Context: an optimization exercise on an open-source flow, tuned for small area, a short achievable clock period and few clock cycles. The choices shown serve that exercise and are no tape-out recipe. Only simulation tests tie the RTL to the original design; equivalence was not proved. Power and IR drop assume default switching activity.

$ cat flow/design.v
package ppcrp_pkg;
	typedef struct packed {
		logic               op;
		logic [7:0]         reloc_type;
		logic [31:0]        section_base;
		logic [31:0]        place_offset;
		logic signed [31:0] addend;
		logic [31:0]        symbol_value;
		logic [31:0]        old_word;
	} req_t;
	typedef struct packed {
		logic [2:0]  status;
		logic [1:0]  write_size;
		logic [31:0] write_addr;
		logic [31:0] write_data;
		logic        last;
	} res_t;
	typedef struct packed {
		logic        far;      
		logic        is14;     
		logic [2:0]  status;
		logic [1:0]  size;
		logic [31:0] addr;
		logic [31:0] data;     
		logic [31:0] target;   
		logic [31:0] adj;      
	} cmd_t;
	localparam logic OP_APPLY = 1'b0;
	localparam logic OP_SIZE  = 1'b1;
	localparam logic [2:0] ST_OK     = 3'd0;
	localparam logic [2:0] ST_CACHE  = 3'd1;
	localparam logic [2:0] ST_ADD    = 3'd2;
	localparam logic [2:0] ST_NOROOM = 3'd3;
	localparam logic [2:0] ST_UNSUP  = 3'd4;
	localparam logic [1:0] SZ_NONE = 2'd0;
	localparam logic [1:0] SZ_HALF = 2'd1;
	localparam logic [1:0] SZ_WORD = 2'd2;
	localparam logic [7:0] R_NONE       = 8'd0;
	localparam logic [7:0] R_ADDR32     = 8'd1;
	localparam logic [7:0] R_ADDR24     = 8'd2;
	localparam logic [7:0] R_ADDR16_LO  = 8'd4;
	localparam logic [7:0] R_ADDR16_HI  = 8'd5;
	localparam logic [7:0] R_ADDR16_HA  = 8'd6;
	localparam logic [7:0] R_ADDR14     = 8'd7;
	localparam logic [7:0] R_REL24      = 8'd10;
	localparam logic [7:0] R_REL14      = 8'd11;
	localparam logic [7:0] R_REL32      = 8'd26;
	localparam logic [7:0] R_SDAREL16   = 8'd32;
	localparam logic [7:0] R_TPREL16_LO = 8'd70;
	localparam logic [7:0] R_TPREL16_HI = 8'd71;
	localparam logic [7:0] R_TPREL16_HA = 8'd72;
	localparam logic [1:0] CFG_SMALL_BASE  = 2'd0;
	localparam logic [1:0] CFG_TRAMP_START = 2'd1;
	localparam logic [1:0] CFG_TRAMP_END   = 2'd2;
	localparam logic [31:0] INSN_LIS   = 32'h3d800000;
	localparam logic [31:0] INSN_ORI   = 32'h618c0000;
	localparam logic [31:0] INSN_MTCTR = 32'h7d8903a6;
	localparam logic [31:0] INSN_BCTR  = 32'h4e800420;
	localparam logic [31:0] MASK14     = 32'h0000fffc;
	localparam logic [31:0] MASK24     = 32'h03fffffc;
	localparam logic [32:0] VENEER_BYTES = 33'd16;
	localparam logic [2:0] VS_LIS    = 3'd0;
	localparam logic [2:0] VS_ORI    = 3'd1;
	localparam logic [2:0] VS_MTCTR  = 3'd2;
	localparam logic [2:0] VS_BCTR   = 3'd3;
	localparam logic [2:0] VS_BRANCH = 3'd4;
	localparam int QDEPTH = 2;
	localparam int QPTR_W = $clog2(QDEPTH);
endpackage
module ppcrp_front (
	input  logic               clk,
	input  logic               arst_n,
	input  logic               push,
	output logic               full,
	input  ppcrp_pkg::req_t    req,
	input  logic [31:0]        small_base,
	output logic               cmd_push,
	input  logic               cmd_full,
	output ppcrp_pkg::cmd_t    cmd
);
	logic            valid_s1;
	ppcrp_pkg::req_t req_s1;
	logic [31:0]     p_s1;
	logic [31:0]     sa_s1;
	logic        adv;
	logic        accept;
	logic        sizing;
	logic        rel;
	logic        is14;
	logic        far;
	logic        half;
	logic [15:0] hw;
	logic [31:0] d;
	logic [31:0] sda;
	logic [15:0] ha;
	logic [31:0] mask;
	logic [31:0] field;
	assign adv      = !valid_s1 || !cmd_full;
	assign full     = !adv;
	assign accept   = push && !full;
	assign cmd_push = valid_s1 && !cmd_full;
	always_ff @(posedge clk or negedge arst_n) begin
		if (!arst_n) begin
			valid_s1 <= 1'b0;
		end else if (adv) begin
			valid_s1 <= accept;
		end
	end
	always_ff @(posedge clk) begin
		if (accept) begin
			req_s1 <= req;
			p_s1   <= req.section_base + req.place_offset;
			sa_s1  <= req.symbol_value + req.addend;
		end
	end
	always_comb begin
		sizing = (req_s1.op == ppcrp_pkg::OP_SIZE);
		d      = sa_s1 - p_s1;
		sda    = sa_s1 - small_base;
		ha     = sa_s1[31:16] + {15'd0, sa_s1[15]};
		rel    = (req_s1.reloc_type == ppcrp_pkg::R_REL24) || (req_s1.reloc_type == ppcrp_pkg::R_REL14);
		is14   = (req_s1.reloc_type == ppcrp_pkg::R_ADDR14) || (req_s1.reloc_type == ppcrp_pkg::R_REL14);
		mask   = is14 ? ppcrp_pkg::MASK14 : ppcrp_pkg::MASK24;
		field  = rel ? d : sa_s1;
		if (rel) begin
			far = is14 ? !((&d[31:15]) || !(|d[31:15]))
				: !((&d[31:25]) || !(|d[31:25]));
		end else begin
			far = is14 ? (|sa_s1[31:16]) : (|sa_s1[31:26]);
		end
		half = 1'b0;
		hw   = 16'd0;
		cmd        = '0;
		cmd.status = ppcrp_pkg::ST_OK;
		cmd.size   = ppcrp_pkg::SZ_NONE;
		cmd.is14   = is14;
		case (req_s1.reloc_type)
			ppcrp_pkg::R_NONE: begin
				cmd.status = ppcrp_pkg::ST_OK;
			end
			ppcrp_pkg::R_ADDR32, ppcrp_pkg::R_REL32: begin
				if (!sizing) begin
					cmd.size = ppcrp_pkg::SZ_WORD;
					cmd.addr = p_s1;
					cmd.data = (req_s1.reloc_type == ppcrp_pkg::R_ADDR32) ? sa_s1 : d;
				end
			end
			ppcrp_pkg::R_ADDR16_LO, ppcrp_pkg::R_TPREL16_LO: begin
				half = 1'b1;
				hw   = sa_s1[15:0];
			end
			ppcrp_pkg::R_ADDR16_HI, ppcrp_pkg::R_TPREL16_HI: begin
				half = 1'b1;
				hw   = sa_s1[31:16];
			end
			ppcrp_pkg::R_ADDR16_HA, ppcrp_pkg::R_TPREL16_HA: begin
				half = 1'b1;
				hw   = ha;
			end
			ppcrp_pkg::R_SDAREL16: begin
				half = 1'b1;
				hw   = sda[15:0];
			end
			ppcrp_pkg::R_ADDR24, ppcrp_pkg::R_ADDR14,
			ppcrp_pkg::R_REL24, ppcrp_pkg::R_REL14: begin
				if (sizing && (req_s1.section_base == 32'd0)) begin
					cmd.status = ppcrp_pkg::ST_CACHE;
				end else if (sizing) begin
					cmd.status = far ? ppcrp_pkg::ST_ADD : ppcrp_pkg::ST_OK;
				end else if (!far) begin
					cmd.size = ppcrp_pkg::SZ_WORD;
					cmd.addr = p_s1;
					cmd.data = (req_s1.old_word & ~mask) | (field & mask);
				end else begin
					cmd.far    = 1'b1;
					cmd.size   = ppcrp_pkg::SZ_WORD;
					cmd.addr   = p_s1;
					cmd.data   = req_s1.old_word & ~mask;
					cmd.target = sa_s1;
					cmd.adj    = rel ? (req_s1.addend - p_s1) : req_s1.addend;
				end
			end
			default: begin
				cmd.status = ppcrp_pkg::ST_UNSUP;
			end
		endcase
		if (half && !sizing) begin
			cmd.size = ppcrp_pkg::SZ_HALF;
			cmd.addr = p_s1;
			cmd.data = {16'd0, hw};
		end
	end
endmodule
module ppcrp_queue (
	input  logic            clk,
	input  logic            arst_n,
	input  logic            push,
	output logic            full,
	input  ppcrp_pkg::cmd_t wdata,
	input  logic            pop,
	output logic            empty,
	output ppcrp_pkg::cmd_t head
);
	logic [134:0]                      mem_q [0:ppcrp_pkg::QDEPTH-1];
	logic [ppcrp_pkg::QPTR_W-1:0]      wr_ptr_q;
	logic [ppcrp_pkg::QPTR_W-1:0]      rd_ptr_q;
	logic [ppcrp_pkg::QPTR_W:0]        cnt_q;
	logic                              do_push;
	logic                              do_pop;
	assign empty   = (cnt_q == '0);
	assign full    = (cnt_q == (ppcrp_pkg::QPTR_W+1)'(ppcrp_pkg::QDEPTH));
	assign do_push = push && !full;
	assign do_pop  = pop && !empty;
	assign head    = mem_q[rd_ptr_q];
	always_ff @(posedge clk or negedge arst_n) begin
		if (!arst_n) begin
			wr_ptr_q <= '0;
			rd_ptr_q <= '0;
			cnt_q    <= '0;
		end else begin
			if (do_push) begin
				wr_ptr_q <= wr_ptr_q + 1'b1;
			end
			if (do_pop) begin
				rd_ptr_q <= rd_ptr_q + 1'b1;
			end
			if (do_push && !do_pop) begin
				cnt_q <= cnt_q + 1'b1;
			end else if (do_pop && !do_push) begin
				cnt_q <= cnt_q - 1'b1;
			end
		end
	end
	always_ff @(posedge clk) begin
		if (do_push) begin
			mem_q[wr_ptr_q] <= wdata;
		end
	end
endmodule
module ppcrp_back (
	input  logic            clk,
	input  logic            arst_n,
	input  logic            cmd_empty,
	output logic            cmd_pop,
	input  ppcrp_pkg::cmd_t cmd,
	input  logic            tnext_load,
	input  logic [31:0]     tnext_value,
	input  logic [31:0]     tramp_end,
	output logic            empty,
	input  logic            pop,
	output ppcrp_pkg::res_t res
);
	logic [31:0]     tnext_q;
	logic [2:0]      step_q;
	logic            out_valid_q;
	ppcrp_pkg::res_t out_q;
	logic            adv;
	logic            go;
	logic            room;
	logic            done;
	logic [31:0]     mask;
	logic [31:0]     field;
	ppcrp_pkg::res_t nxt;
	assign adv     = !out_valid_q || pop;
	assign go      = !cmd_empty && adv;
	assign cmd_pop = go && done;
	assign empty   = !out_valid_q;
	assign res     = out_q;
	always_comb begin
		room  = ({1'b0, tnext_q} + ppcrp_pkg::VENEER_BYTES) <= {1'b0, tramp_end};
		mask  = cmd.is14 ? ppcrp_pkg::MASK14 : ppcrp_pkg::MASK24;
		field = tnext_q + cmd.adj;
		done  = 1'b1;
		nxt            = '0;
		nxt.status     = cmd.status;
		nxt.write_size = cmd.size;
		nxt.write_addr = cmd.addr;
		nxt.write_data = cmd.data;
		nxt.last       = 1'b1;
		if (cmd.far) begin
			nxt.status     = ppcrp_pkg::ST_OK;
			nxt.write_size = ppcrp_pkg::SZ_WORD;
			nxt.write_addr = tnext_q + {27'd0, step_q, 2'b00};
			nxt.last       = 1'b0;
			done           = 1'b0;
			case (step_q)
				ppcrp_pkg::VS_LIS: begin
					if (!room) begin
						nxt.status     = ppcrp_pkg::ST_NOROOM;
						nxt.write_size = ppcrp_pkg::SZ_NONE;
						nxt.write_addr = 32'd0;
						nxt.write_data = 32'd0;
						nxt.last       = 1'b1;
						done           = 1'b1;
					end else begin
						nxt.write_data = ppcrp_pkg::INSN_LIS | {16'd0, cmd.target[31:16]};
					end
				end
				ppcrp_pkg::VS_ORI: begin
					nxt.write_data = ppcrp_pkg::INSN_ORI | {16'd0, cmd.target[15:0]};
				end
				ppcrp_pkg::VS_MTCTR: begin
					nxt.write_data = ppcrp_pkg::INSN_MTCTR;
				end
				ppcrp_pkg::VS_BCTR: begin
					nxt.write_data = ppcrp_pkg::INSN_BCTR;
				end
				default: begin
					nxt.write_addr = cmd.addr;
					nxt.write_data = cmd.data | (field & mask);
					nxt.last       = 1'b1;
					done           = 1'b1;
				end
			endcase
		end
	end
	always_ff @(posedge clk or negedge arst_n) begin
		if (!arst_n) begin
			tnext_q     <= 32'd0;
			step_q      <= ppcrp_pkg::VS_LIS;
			out_valid_q <= 1'b0;
		end else begin
			if (tnext_load) begin
				tnext_q <= tnext_value;
			end else if (go && cmd.far && (step_q == ppcrp_pkg::VS_BRANCH)) begin
				tnext_q <= tnext_q + ppcrp_pkg::VENEER_BYTES[31:0];
			end
			if (go && cmd.far) begin
				step_q <= done ? ppcrp_pkg::VS_LIS : step_q + 3'd1;
			end
			if (adv) begin
				out_valid_q <= go;
			end
		end
	end
	always_ff @(posedge clk) begin
		if (go) begin
			out_q <= nxt;
		end
	end
endmodule
module ppc_relocation_patcher_top (
	input  logic            clk,
	input  logic            arst_n,
	input  logic            push,
	output logic            full,
	input  logic [168:0]    req,
	output logic            empty,
	input  logic            pop,
	output logic [69:0]     res,
	input  logic            cfg_valid,
	output logic            cfg_ready,
	input  logic [1:0]      cfg_index,
	input  logic [31:0]     cfg_data
);
	ppcrp_pkg::req_t req_w;
	ppcrp_pkg::res_t res_w;
	logic [31:0]     small_base_q;
	logic [31:0]     tramp_end_q;
	logic            cfg_wr;
	logic            tnext_load;
	logic            q_push;
	logic            q_full;
	logic            q_pop;
	logic            q_empty;
	ppcrp_pkg::cmd_t q_wdata;
	ppcrp_pkg::cmd_t q_head;
	assign req_w      = req;
	assign res        = res_w;
	assign cfg_ready  = 1'b1;
	assign cfg_wr     = cfg_valid && cfg_ready;
	assign tnext_load = cfg_wr && (cfg_index == ppcrp_pkg::CFG_TRAMP_START);
	always_ff @(posedge clk or negedge arst_n) begin
		if (!arst_n) begin
			small_base_q <= 32'd0;
			tramp_end_q  <= 32'd0;
		end else if (cfg_wr) begin
			case (cfg_index)
				ppcrp_pkg::CFG_SMALL_BASE: small_base_q <= cfg_data;
				ppcrp_pkg::CFG_TRAMP_END:  tramp_end_q  <= cfg_data;
				default: ;
			endcase
		end
	end
	ppcrp_front u_front (
		.clk        (clk),
		.arst_n     (arst_n),
		.push       (push),
		.full       (full),
		.req        (req_w),
		.small_base (small_base_q),
		.cmd_push   (q_push),
		.cmd_full   (q_full),
		.cmd        (q_wdata)
	);
	ppcrp_queue u_queue (
		.clk    (clk),
		.arst_n (arst_n),
		.push   (q_push),
		.full   (q_full),
		.wdata  (q_wdata),
		.pop    (q_pop),
		.empty  (q_empty),
		.head   (q_head)
	);
	ppcrp_back u_back (
		.clk         (clk),
		.arst_n      (arst_n),
		.cmd_empty   (q_empty),
		.cmd_pop     (q_pop),
		.cmd         (q_head),
		.tnext_load  (tnext_load),
		.tnext_value (cfg_data),
		.tramp_end   (tramp_end_q),
		.empty       (empty),
		.pop         (pop),
		.res         (res_w)
	);
endmodule
$ cat flow/constraint.sdc
create_clock -name core_clock -period 6.0 [get_ports {clk}]
set_input_delay 1.2000 -clock core_clock [delete_from_list [all_inputs] [get_ports {clk}]]
set_output_delay 1.2000 -clock core_clock [all_outputs]
set_load 0.01 [all_outputs]
$ cat flow/run.sh
#!/bin/bash
# synth_recipe.tcl (not shown) runs the flow's synth.tcl, then flattens the netlist and writes it again
# the make line also repeats each setting of config.mk as NAME=value (left out here)
make -C /OpenROAD-flow-scripts/flow DESIGN_CONFIG=/design/flow/config.mk WORK_HOME=/design/flow/orfs CLKGATE_MAP_FILE= SYNTH_SCRIPT=/design/flow/synth_recipe.tcl finish
$ cat flow/config.mk
export PLATFORM = sky130hd
export DESIGN_NAME = ppc_relocation_patcher_top
export DESIGN_NICKNAME = ppc_relocation_patcher_top
export VERILOG_FILES = /design/flow/design.v
export SDC_FILE = /design/flow/constraint.sdc
export NUM_CORES = 4
export LEC_CHECK = 0
export CAP_MARGIN = 20
export CORE_MARGIN = 2
export CORE_UTILIZATION = 40
export SLEW_MARGIN = 20
==> flow_summary.json <==
{
  "hold_path.class": "reg -> reg",
  "n_antenna_cell": 0,
  "fin_nets": 3675,
  "cp.arrival_ns": 5.59,
  "fin_crit_ns": 5.299,
  "grt_use_met1_pct": 33.13,
  "crit_required_ns": 6.29,
  "synth_cell_types": 85,
  "die_x_um": 290.5,
  "hold_viol": 0,
  "netlist_instances": 3015,
  "synth_area_um2": 32840,
  "synth_top_area_share_pct": 43.62,
  "async_flop_share_pct": 15.72,
  "cts_hold_repair.buffers": 0,
  "dp_cells": 4262,
  "setup_tns_ns": 0,
  "layout_common_cells": "477 x edfxtp_1, 264 x clkdlybuf4s50_1, 244 x a21oi_1, 237 x nor2_1, 211 x nand2_1",
  "synthFlopType": "edfxtp_1",
  "synth-seq-area-share_pct": 50.40,
  "holdPathStages": 1,
  "yosys-top-cells-area": "edfxtp_1 44%, ha_1 7.7%, dfrtp_1 6.8%",
  "syn-num-nets": 3430,
  "ir_worst_vdd_mv": 0.3822,
  "avgRoutedWirePerCell_um": 23.04,
  "yosysTopAreaCell": "edfxtp_1",
  "root_buffer": "clkbuf_16",
  "via_count": 24520,
  "worst_path_max_delay_cell": "o31ai_1",
  "antenna_found_initial": 1,
  "fin_util_pct": 47.57,
  "drv_slew": 0,
  "synth_edf_count": 477,
  "syn_to_final_growth_pct": 18.38,
  "busiest_layer": "met2",
  "cpPeakStageDelay_ns": 0.89,
  "synth_seq_cells": 566,
  "maxCapViolCount": 0,
  "viasPerCell": 5.596,
  "fmax_mhz": 188.7,
  "cts_tree": "done",
  "status": "finished clean",
  "routabilityCongestion": 0.9485,
  "p_per_area_nw_per_um2": 461.9,
  "grt_pass1_vias": 23630,
  "skew_ns": 0.02189,
  "grt_usage_pct": 23.52,
  "drt_iter0_markers": 2295,
  "clk_path_buf_depth": 3,
  "die_y_um": 290.5,
  "cellLeakagePower_uw": 0.01494,
  "cts.repair.resized": 0,
  "p_total_uw": 17960,
  "firstDrtPassIters": 6,
  "drive_above_1_share_pct": 8.213,
  "htree_levels": 3,
  "rsz0062_at_grt": "false",
  "die_area_um2": 84410,
  "grt_max_degree": 130,
  "setup_violations": 0,
  "worstSetupPathType": "reg -> reg",
  "rows": 105,
  "cts_inserted_buffers": 66,
  "start_util_pct": 40.19,
  "dp_hpwl_mm": 76.34,
  "cts.sinks": 566,
  "io_pins": 281,
  "core_area_um2": 81720,
  "grt_overflow": 0,
  "clk_pin_slew_worst_paths_ns": 0.07,
  "use_met2_pct": 37.71,
  "yosysWarnings": 4,
  "clk_latency_ns": 0.62,
  "slew_headroom_pct": 22.23,
  "path_cells": "ha_1 > and3_1 > a31oi_1 > a211o_1 > o211ai_2 > a2111oi_1 > o21ai_1 > a2111o_1 > nand4_1 > nand3_2 > o31ai_1",
  "holdWs_ns": 0.5029,
  "ant_nets": 0,
  "finalCritPeriodShare_pct": 88.31,
  "drc": 0,
  "end_kind": "flip-flop",
  "worstPathMaxFanout": 24,
  "reg2reg_slack_ns": 0.70,
  "syn-mean-instance-area_um2": 10.89,
  "rr_worst_depth": 11,
  "fin_cells": 4382,
  "io_buffers": 265,
  "cts_setup_buffers": 0,
  "critPathLaunchType": "flip-flop",
  "use_met3_pct": 2.906,
  "wl_mm": 101.0,
  "final_common_cell": "edfxtp_1",
  "worst_pin_slew_ns": 1.154,
  "grt_pass1_wl_mm": 149.4
}
==> cells by family after synthesis <==
group,synth area share [%]
adders and majority gates,8.024
buffers and inverters,3.185
DFF,50.40
muxes,5.917
xor gates and xnor gates,5.894
and+or+nand+nor,12.39
AOI/OAI and AO/OA,14.18
other,0.01142
==> critical path, delay by kind of cell (launching register included) <==
kind	cells	cell delay, ns
DFF	1	0.65
AOI/OAI and AO/OA	7	2.90
and+or+nand+nor	3	0.91
adders and majority gates	1	0.48
==> worst paths after layout <==
path                                   start                   end
min reg2reg                  tramp_end_q[17]       tramp_end_q[17]
min in group asynchronous             arst_n       tramp_end_q[24]
min                          tramp_end_q[17]       tramp_end_q[17]
max in group asynchronous             arst_n      u_queue.rd_ptr_q
max                        u_front.sa_s1[10]  u_queue.mem_q[1][89]
max reg2reg                u_front.sa_s1[10]  u_queue.mem_q[1][89]
==> state kept, by name, indices dropped and copies added (netlist names) <==
signal and count:
u_back.out_q 70, u_back.step_q 3, u_front.req_s1 85, u_back.tnext_q 32, u_queue.mem_q 258, u_queue.rd_ptr_q 1
u_queue.cnt_q 2, u_back.out_valid_q 1, small_base_q 16, tramp_end_q 32, u_queue.wr_ptr_q 1, u_front.p_s1 32
u_front.sa_s1 32, u_front.valid_s1 1
==> power by group <==
part / internal (uW) / switching, uW / total (uW)
clock network: 2480 / 1660 / 4130
logic: 2860 / 4560 / 7410
registers: 5750 / 661 / 6410
total: 11100 / 6880 / 18000
==> per-layer routing <==
layer / part of all wire [%] / wire length, um / vias up
met4: 3.0 / 3055 / 0
met3: 6.1 / 6146 / 135
met5: 0 / 0 / -
met2: 46 / 46440 / 822
li1: - / - / 11640
met1: 45 / 45320 / 11920
==> area by class of cell <==
class	instances	area, um^2
clock buffers	83	1789
clock inverters	37	434.2
fillers	7559	42840
inverters	136	513.0
multi-input cells	2187	15290
flip-flops and latches	566	16550
well taps	1070	1339
repair buffers	303	2960
==> cells in the mapped netlist (22+ instances only) <==
library cell    n
edfxtp_1      477
a21oi_1       245
nor2_1        239
nand2_1       212
ha_1          201
o21ai_0       152
xnor2_1       143
inv_1         133
clkbuf_1       95
mux2i_1        94
dfrtp_1        89
mux2_2         89
xor2_1         78
a21o_1         77
a211oi_1       65
nor3_1         65
nand3_1        57
and2_1         44
nor2b_1        41
and3_1         34
nand4_1        28
nand2b_1       26
a221oi_1       22
==> metrics by stage <==
step / instance area (um^2) / setup WS (ns)
finish: 38880 / 0.7013
global placement: 36650 / 0.9518
floorplan: 32850 / 0.8725
detailed placement: 36650 / 0.8955
global route: 38880 / 0.6294
CTS: 38880 / 0.8766
Testbench counts, summed over its fixed seeds: cycles 24,680.

-- separate check: timing with driven ports --
The flow's constraints put no driver on any port. The routed layout listed below was extracted and timed again, unchanged, in two steps.
Step 1 sets driving cells, clkbuf_16 on the clock port and buf_2 on the other inputs (assumed; they add their load-dependent delay and slew).
Step 2, shift: input delay + t, output delay - t, t = (earliest + latest rising clock arrival at the registers) / 2. This alone moves slack from input paths to output paths.
Three values: ideal, step 1, step 2; two values: the first two.
shift t [ns]: 0.672
setup WS [ns]: 0.701 / 0.701 / 0.701
worst setup path at the end: register to register
worst slew at a driven data input, ns: 0.09
cell pins on the clock port's net: 1
After both steps this run still meets setup and hold. For this run, drivers alone change the setup slack by 0.000 ns; drivers and shift together by 0.000 ns.
